Context: an optimization exercise on an open-source flow, tuned for small area, a short achievable clock period and few clock cycles per item. The choices shown serve that exercise and are no tape-out recipe.
Where RTL was checked, it was by simulation tests only, not by an equivalence proof against the original.
Power figures rest on the tool's default switching activity, not on a simulated workload.

==> flow/design.v (excerpt) <==
module tone_pattern_sequencer_top (
  input  wire logic                  clk_i,
  input  wire logic                  rst_ni,
  input  wire logic                  in_valid_i,
  output logic                       in_stall_o,
  input  wire logic [2:0]            operation_i,
  input  wire logic [TIME_BITS-1:0]  now_ms_i,
  input  wire logic [3:0]            pattern_id_i,
  input  wire logic [15:0]           custom_freq_hz_i,
  input  wire logic [15:0]           custom_duty_i,
  input  wire logic [15:0]           custom_length_ms_i,
  input  wire logic                  enable_value_i,
  output logic                       out_valid_o,
  input  wire logic                  out_stall_i,
  output logic                       tone_on_o,
  output logic [FREQ_BITS-1:0]       tone_freq_hz_o,
  output logic [DUTY_BITS-1:0]       tone_duty_o,
  output logic                       busy_res_o,
  input  wire logic                  cfg_valid_i,
  output logic                       cfg_ready_o,
  input  wire logic [1:0]            cfg_index_i,
  input  wire logic [CFG_DATA_W-1:0] cfg_data_i
);
  logic          out_vld_q;
  logic          take;
  tps_pkg::cfg_t cfg;
  assign in_stall_o = out_vld_q && out_stall_i;
  assign take       = in_valid_i && !in_stall_o;
  tps_cfg_regs u_cfg (
    .clk_i       (clk_i),
    .rst_ni      (rst_ni),
    .cfg_valid_i (cfg_valid_i),
    .cfg_ready_o (cfg_ready_o),
    .cfg_index_i (cfg_index_i),
    .cfg_data_i  (cfg_data_i),
    .cfg_o       (cfg)
  );
  tps_core u_core (
    .clk_i        (clk_i),
    .rst_ni       (rst_ni),
    .take_i       (take),
    .operation_i  (operation_i),
  ...
make LEC_CHECK=0 CAP_MARGIN=20 CORE_MARGIN=2 CORE_UTILIZATION=40 SETUP_SLACK_MARGIN=2.7 SLEW_MARGIN=20 finish   # period 5.5 ns
run.sh (not shown) runs the stock make flow with config.mk's settings and CLKGATE_MAP_FILE= SYNTH_SCRIPT=/design/flow/synth_recipe.tcl, a recipe that flattens the netlist after the stock synthesis.
Change:
--- a/flow/config.mk
+++ b/flow/config.mk
@@ -11 +10,0 @@
-export SETUP_SLACK_MARGIN = 2.7
Outcome: Count of clock-buffer cells in the layout increases by 1. Die area does not change. Sequential cell count stays the same. Maximum frequency goes down by 15%. Global-route usage drops by 1.3 points. Synthesized cell count does not change. Worst hold slack gets worse by 24 ps.
No functional check of the RTL was part of any run of this note.

* * *

tone_pattern_sequencer_top, a different RTL version from the one above (not shown whole).
For scale: about 140 I/O pins, roughly 0.011 mm2 of cells after synthesis.
// tone_pattern_sequencer_top
module tone_pattern_sequencer_top (
  input  wire logic                  clk_i,
  input  wire logic                  rst_ni,
  input  wire logic                  in_valid_i,
  output logic                       in_stall_o,
  input  wire logic [2:0]            operation_i,
  input  wire logic [TIME_BITS-1:0]  now_ms_i,
  input  wire logic [3:0]            pattern_id_i,
  input  wire logic [15:0]           custom_freq_hz_i,
  input  wire logic [15:0]           custom_duty_i,
  input  wire logic [15:0]           custom_length_ms_i,
  input  wire logic                  enable_value_i,
  output logic                       out_valid_o,
  input  wire logic                  out_stall_i,
  output logic                       tone_on_o,
  output logic [FREQ_BITS-1:0]       tone_freq_hz_o,
  output logic [DUTY_BITS-1:0]       tone_duty_o,
  output logic                       busy_res_o,
  input  wire logic                  cfg_valid_i,
  output logic                       cfg_ready_o,
  input  wire logic [1:0]            cfg_index_i,
  input  wire logic [CFG_DATA_W-1:0] cfg_data_i
);
export LEC_CHECK = 0
export CAP_MARGIN = 20
export CORE_MARGIN = 2
export CORE_UTILIZATION = 50
export CTS_BUF_LIST = sky130_fd_sc_hd__clkbuf_8
export SETUP_SLACK_MARGIN = 3.0
export SLEW_MARGIN = 20
export TNS_END_PERCENT = 2
create_clock -name core_clock -period 5.5 [get_ports {clk_i}]
standard.sh (not shown) runs the stock make flow with config.mk's settings and CLKGATE_MAP_FILE= SYNTH_SCRIPT=/design/flow/synth_recipe.tcl, a recipe that flattens the netlist after the stock synthesis.
==> flow/flow/run.sh <==
#!/bin/bash
# The standard layout (the standard.sh, unchanged synthesis and steps),
# with the port buffers made from the smallest plain buffer cell.
export BUFFER_PORTS_ARGS="-buffer_cell sky130_fd_sc_hd__buf_1"
bash standard.sh > standard.log 2>&1
Testbench counts at the start, summed over its fixed seeds: cycles 8,008, items 8,000.
Edit:
--- a/flow/config.mk
+++ b/flow/config.mk
@@ -10,2 +10 @@
-export CORE_UTILIZATION = 50
-export CTS_BUF_LIST = sky130_fd_sc_hd__clkbuf_8
+export CORE_UTILIZATION = 40
@@ -14 +13 @@
-export TNS_END_PERCENT = 2
+export TNS_END_PERCENT = 5
After rerunning: The changed run went through all stages and came out clean. Setup slack loses 4.4 ps. Non-clock buffer count went up by 15. Sequential share of layout area went down by 1.9 points. Via count went up by 0.67%. Die area went up by 24%. Cell count went up by 7.6%. Global-route usage went down by 4.2 points. Design area went up by 5.9%. Flip-flop and latch count is unchanged. Clock skew is about the same. First-iteration DRC count went down by 4.9%.
Edit:
--- a/flow/config.mk
+++ b/flow/config.mk
@@ -10,0 +11 @@
+export CTS_BUF_LIST = sky130_fd_sc_hd__clkbuf_8
After rerunning:
- combinational power hardly moves
- power fell by 7.5%
- sequential power barely changes
- non-clock buffer count is lower by 6
- maximum frequency increases by 0.44%
- area after synthesis does not change
- setup slack is better by 16 ps
- critical path depth shrinks by 3
- register-to-register slack stays flat
Edit:
--- a/flow/config.mk
+++ b/flow/config.mk
@@ -10 +10 @@
-export CORE_UTILIZATION = 40
+export CORE_UTILIZATION = 50
@@ -14 +14 @@
-export TNS_END_PERCENT = 5
+export TNS_END_PERCENT = 0
Effect:
- The new run produced a clean layout
- setup slack loses 28 ps
- via count is lower by 1.8%
- routed wire length shrinks by 6.2%
- final cell count falls by 7.5%
- utilization climbs by 9.5 points
- synthesized area is unchanged
- design area went down by 5.2%
- clock-buffer cell count stays the same

## what the ideal ports hide
How much do the figures lean on ideal ports? The routed layouts below were timed once more, with nothing changed but the port constraints.
Step 1, drivers: a clkbuf_16 drives clk_i and a buf_2 each remaining input, both assumed.
Step 2 adds t to the input delays and takes it off the output delays; t is the mean of the earliest and latest rising clock arrival at the registers after step 1. Input paths then give back, and output paths get back, about the clock's delay inside the block.
Three values: ideal, step 1, step 2; two values: the first two.
| run | t, ns | slack for setup (ns) | cell pins on the clock port's net |
|---|---|---|---|
| the first run of note 1 | 0.491 | 1.088 / 1.088 / 0.714 | 1 |
| the second run of note 1 | 0.495 | 0.323 / 0.323 / -0.015 | 1 |
| the first run of note 2 | 0.516 | 1.930 / 1.878 / 1.362 | 1 |
| the second run of note 2 | 0.480 | 1.926 / 1.891 / 1.411 | 1 |
| the third run of note 2 | 0.502 | 1.942 / 1.901 / 1.398 | 1 |
| the fourth run of note 2 | 0.524 | 1.913 / 1.894 / 1.375 | 1 |
With both steps, setup timing fails in the second run of note 1, where it was met with ideal ports. For the first run of note 2, which loses most, drivers alone change the setup slack by -0.052 ns; drivers and shift together by -0.568 ns.
